What follows belongs to an exercise in optimizing a design on an open flow for small area, a short achievable clock period and few clock cycles per item; a production flow would make more cautious choices. Only simulation tests tie the RTL to the original design; equivalence was not proved. Power is estimated from default activity; no workload was simulated.

Setup of run 5:
==> module instr_mem_pipe, before the edit <==
module instr_mem_pipe #(
    parameter int                DATA_W = 32,
    parameter int                DEPTH  = 64,
    parameter int                ADDR_W = 32,
    parameter logic [DATA_W-1:0] FILL   = 32'h0000_0013
) (
    input  logic              clk,
    input  logic              reset_n,
    input  logic              req_valid,
    output logic              req_ready,
    input  logic [ADDR_W-1:0] req_addr,
    output logic              resp_valid,
    input  logic              resp_ready,
    output logic [DATA_W-1:0] resp_data,
    output logic              resp_fault,
    input  logic              wr_en,
    input  logic [ADDR_W-1:0] wr_addr,
    input  logic [DATA_W-1:0] wr_data,
    output logic              busy
);
    localparam int BYTES = DATA_W / 8;
    localparam int OFF   = $clog2(BYTES);
    localparam int IDX_W = $clog2(DEPTH);
    localparam int NGRP  = 4;                   
    localparam int GRP_W = $clog2(NGRP);
    localparam int GSIZE = DEPTH / NGRP;        
    localparam int LOW_W = IDX_W - GRP_W;
    localparam logic [ADDR_W:0] LIMIT = (ADDR_W + 1)'(DEPTH * BYTES);
    logic              r_run;        
    logic              r_busy;       
    logic              r_rdy_any;    
    logic              r_rdy_hold;   
    logic [DATA_W-1:0] r_mem [DEPTH];
    logic              r_a_valid;
    logic [DATA_W-1:0] r_a_word [NGRP];
    logic [NGRP-1:0]   r_a_gsel;     
    logic              r_a_bad;
    logic              r_resp_valid;
    logic [DATA_W-1:0] r_resp_data;
    logic              r_resp_fault;
    logic              w_req_ok;
    logic [IDX_W-1:0]  w_req_idx;
    logic              w_wr_ok;
    logic [IDX_W-1:0]  w_wr_idx;
    logic              w_out_free;
    logic              w_a_free;
    logic              w_req_ready;
    logic              w_accept;
    logic [GSIZE-1:0]  w_lo_sel;
    logic [DATA_W-1:0] w_cand [NGRP];
    logic [DATA_W-1:0] w_a_data;
    logic [DATA_W-1:0] w_wdata;
    logic [DEPTH-1:0]  w_we;
    logic              w_a_valid_nxt;
    logic              w_b_valid_nxt;
    function automatic logic addr_ok(input logic [ADDR_W-1:0] a);
        addr_ok = (a[OFF-1:0] == '0) && ({1'b0, a} < LIMIT);
    endfunction
    always_comb begin
        w_req_ok  = addr_ok(req_addr);
        w_req_idx = req_addr[OFF+IDX_W-1:OFF];
        w_wr_ok   = addr_ok(wr_addr);
        w_wr_idx  = wr_addr[OFF+IDX_W-1:OFF];
    end
    always_comb begin
        w_out_free  = !r_resp_valid || resp_ready;
        w_a_free    = !r_a_valid || w_out_free;
        w_req_ready = r_rdy_hold || (resp_ready && r_rdy_any);
        w_accept    = req_valid && w_req_ready;
        w_a_valid_nxt = w_accept || (r_a_valid && !w_out_free);
        w_b_valid_nxt = w_out_free ? r_a_valid : 1'b1;
    end
    always_ff @(posedge clk or negedge reset_n) begin
        if (!reset_n) begin
            r_run        <= 1'b0;
            r_busy       <= 1'b1;
            r_rdy_any    <= 1'b0;
            r_rdy_hold   <= 1'b0;
            r_a_valid    <= 1'b0;
            r_resp_valid <= 1'b0;
        end else begin
            r_run        <= 1'b1;
            r_busy       <= 1'b0;
            r_rdy_any    <= r_run;
            r_rdy_hold   <= !(w_a_valid_nxt && w_b_valid_nxt);
            r_a_valid    <= w_a_valid_nxt;
            r_resp_valid <= w_b_valid_nxt;
        end
    end
    always_comb begin
        w_wdata = (wr_data & {DATA_W{r_run}}) | (FILL & {DATA_W{!r_run}});
        for (int i = 0; i < DEPTH; i++) begin
            w_we[i] = !r_run || (wr_en && w_wr_ok && w_wr_idx == IDX_W'(i));
        end
    end
    always_ff @(posedge clk) begin
        for (int i = 0; i < DEPTH; i++) begin
            if (w_we[i]) begin
                r_mem[i] <= w_wdata;
            end
        end
    end
    always_comb begin
        for (int j = 0; j < GSIZE; j++) begin
            w_lo_sel[j] = (w_req_idx[LOW_W-1:0] == LOW_W'(j));
        end
        for (int g = 0; g < NGRP; g++) begin
            w_cand[g] = '0;
            for (int j = 0; j < GSIZE; j++) begin
                w_cand[g] = w_cand[g] | (r_mem[g*GSIZE+j] & {DATA_W{w_lo_sel[j]}});
            end
        end
    end
    always_ff @(posedge clk) begin
        if (w_a_free) begin
            for (int g = 0; g < NGRP; g++) begin
                r_a_word[g] <= w_cand[g];
                r_a_gsel[g] <= w_req_ok && (w_req_idx[IDX_W-1:LOW_W] == GRP_W'(g));
            end
            r_a_bad <= !w_req_ok;
        end
    end
    always_comb begin
        w_a_data = FILL & {DATA_W{r_a_bad}};
        for (int g = 0; g < NGRP; g++) begin
            w_a_data = w_a_data | (r_a_word[g] & {DATA_W{r_a_gsel[g]}});
        end
    end
    always_ff @(posedge clk) begin
        if (w_out_free) begin
            r_resp_data  <= w_a_data;
            r_resp_fault <= r_a_bad;
        end
    end
    always_comb begin
        req_ready  = w_req_ready;
        resp_valid = r_resp_valid;
        resp_data  = r_resp_data;
        resp_fault = r_resp_fault;
        busy       = r_busy;
    end
endmodule
export LEC_CHECK = 0
export ABC_CLOCK_PERIOD_IN_PS = 2000
export CAP_MARGIN = 20
export CORE_MARGIN = 2
export CORE_UTILIZATION = 42
export CTS_CLUSTER_DIAMETER = 90
export CTS_CLUSTER_SIZE = 24
export SETUP_SLACK_MARGIN = 1.3
export SLEW_MARGIN = 20
create_clock -name core_clock -period 3.5 [get_ports {clk}]
standard.sh (not shown) runs the stock make flow with config.mk's settings and CLKGATE_MAP_FILE= SYNTH_SCRIPT=/design/flow/synth_recipe.tcl, a recipe that flattens the netlist after the stock synthesis.
==> flow/flow/run.sh <==
#!/bin/bash
# The standard ORFS layout, with the port buffers made from buf_4 instead of
# the default cell (a slow delay buffer on sky130hd). Every input and output
# port still gets its own buffer. ORFS's full output goes to orfs_flow.log.
set -euo pipefail
export BUFFER_PORTS_ARGS="-buffer_cell sky130_fd_sc_hd__buf_4"
bash standard.sh finish > orfs_flow.log 2>&1
Testbench counts of run 5, summed over its fixed seeds: cycles 12,536, items 12,000.
Here is what was changed in the inputs of run 3 compared with run 5.
-- flow/design.v --
<<< run 5, line 29
    logic              r_run;        
    logic              r_busy;       
    logic              r_rdy_any;    
    logic              r_rdy_hold;   
    logic [DATA_W-1:0] r_mem [DEPTH];
    logic              r_a_valid;
>>> run 3, line 29
    logic              r_run;        
    logic              r_busy;       
    logic              r_ready;      
    logic [DATA_W-1:0] r_mem [DEPTH];
    logic              r_a_valid;
<<< run 5, line 36
    logic [NGRP-1:0]   r_a_gsel;     
    logic              r_a_bad;
    logic              r_resp_valid;
    logic [DATA_W-1:0] r_resp_data;
>>> run 3, line 35
    logic [NGRP-1:0]   r_a_gsel;     
    logic              r_a_bad;
    logic              r_s_valid;
    logic [DATA_W-1:0] r_s_data;
    logic              r_s_fault;
    logic              r_resp_valid;
    logic [DATA_W-1:0] r_resp_data;
<<< run 5, line 52
    logic [DATA_W-1:0] w_wdata;
    logic [DEPTH-1:0]  w_we;
    logic              w_a_valid_nxt;
    logic              w_b_valid_nxt;
    function automatic logic addr_ok(input logic [ADDR_W-1:0] a);
>>> run 3, line 54
    logic [DATA_W-1:0] w_wdata;
    logic [DEPTH-1:0]  w_we;
    logic              w_a_move;
    logic              w_a_valid_nxt;
    logic              w_s_valid_nxt;
    logic              w_b_valid_nxt;
    function automatic logic addr_ok(input logic [ADDR_W-1:0] a);
<<< run 5, line 65
    always_comb begin
        w_out_free  = !r_resp_valid || resp_ready;
        w_a_free    = !r_a_valid || w_out_free;
        w_req_ready = r_rdy_hold || (resp_ready && r_rdy_any);
        w_accept    = req_valid && w_req_ready;
        w_a_valid_nxt = w_accept || (r_a_valid && !w_out_free);
        w_b_valid_nxt = w_out_free ? r_a_valid : 1'b1;
    end
    always_ff @(posedge clk or negedge reset_n) begin
>>> run 3, line 69
    always_comb begin
        w_out_free  = !r_resp_valid || resp_ready;
        w_a_move    = r_a_valid && (w_out_free || !r_s_valid);
        w_a_free    = !r_a_valid || w_a_move;
        w_req_ready = r_ready;
        w_accept    = req_valid && w_req_ready;
        w_a_valid_nxt = w_accept || (r_a_valid && !w_a_move);
        if (w_out_free) begin
            w_b_valid_nxt = r_s_valid || r_a_valid;
            w_s_valid_nxt = r_s_valid && r_a_valid;
        end else begin
            w_b_valid_nxt = 1'b1;
            w_s_valid_nxt = r_s_valid || r_a_valid;
        end
    end
    always_ff @(posedge clk or negedge reset_n) begin
<<< run 5, line 75
            r_run        <= 1'b0;
            r_busy       <= 1'b1;
            r_rdy_any    <= 1'b0;
            r_rdy_hold   <= 1'b0;
            r_a_valid    <= 1'b0;
            r_resp_valid <= 1'b0;
        end else begin
            r_run        <= 1'b1;
            r_busy       <= 1'b0;
            r_rdy_any    <= r_run;
            r_rdy_hold   <= !(w_a_valid_nxt && w_b_valid_nxt);
            r_a_valid    <= w_a_valid_nxt;
            r_resp_valid <= w_b_valid_nxt;
        end
>>> run 3, line 86
            r_run        <= 1'b0;
            r_busy       <= 1'b1;
            r_ready      <= 1'b0;
            r_a_valid    <= 1'b0;
            r_s_valid    <= 1'b0;
            r_resp_valid <= 1'b0;
        end else begin
            r_run        <= 1'b1;
            r_busy       <= 1'b0;
            r_ready      <= !(w_a_valid_nxt && w_s_valid_nxt && w_b_valid_nxt);
            r_a_valid    <= w_a_valid_nxt;
            r_s_valid    <= w_s_valid_nxt;
            r_resp_valid <= w_b_valid_nxt;
        end
<<< run 5, line 129
    always_ff @(posedge clk) begin
        if (w_out_free) begin
            r_resp_data  <= w_a_data;
            r_resp_fault <= r_a_bad;
        end
    end
>>> run 3, line 140
    always_ff @(posedge clk) begin
        if (w_out_free) begin
            if (r_s_valid) begin
                r_resp_data  <= r_s_data;
                r_resp_fault <= r_s_fault;
            end else begin
                r_resp_data  <= w_a_data;
                r_resp_fault <= r_a_bad;
            end
        end
    end
    always_ff @(posedge clk) begin
        if (w_out_free || !r_s_valid) begin
            r_s_data  <= w_a_data;
            r_s_fault <= r_a_bad;
        end
    end
--- outcome ---
Biggest cell delay along the critical path: run 3 and run 5 compared, lower one is run 3. Run 3 against run 5: placed cell area higher, number of fillers in the final layout saw an increase, highest attainable clock frequency grew by 31 MHz, number of well taps went up by 31. Delta(total power, run 3 - run 5) > 0. Per the comparison of run 3 with run 5, synthesized-area fraction occupied by and/or/nand/nor cells roughly the same, routed wirelength normalized by instance count fell about 3.4%, total of plain and repair buffers excluding clock buffers moved down, register-to-register slack has decreased. Run 5: full flow OK, the timing, design-rule and antenna checks passed. Run 3: complete, dirty (antenna violations).
Testbench counts of run 3, summed over its fixed seeds: cycles 12,536, items 12,000.

static timing again, ports no longer ideal:
In the flow no input, the clock included, has a driving cell. The finished layouts below were timed again as built, in two steps.
Step 1 (the two cells are an assumption about what drives the block):
set clk [get_ports {clk}]
set_driving_cell -lib_cell sky130_fd_sc_hd__clkbuf_16 $clk
set_driving_cell -lib_cell sky130_fd_sc_hd__buf_2 [delete_from_list [all_inputs] $clk]
Step 2 adds t to the input delays and takes it off the output delays; t is the mean of the earliest and latest rising clock arrival at the registers after step 1. Input paths then give back, and output paths get back, about the clock's delay inside the block.
a / b / c = no drivers / after step 1 / after step 2; a / b = the first two.
run	t (ns)	setup WS [ns]	clock arrival spread, ns
run 5	0.835	1.034 / 1.075 / 0.241	0.043 / 0.043
run 3	0.844	1.208 / 1.232 / 0.406	0.054 / 0.054
For run 3, which loses most, drivers alone change the setup slack by +0.024 ns; drivers and shift together by -0.802 ns.
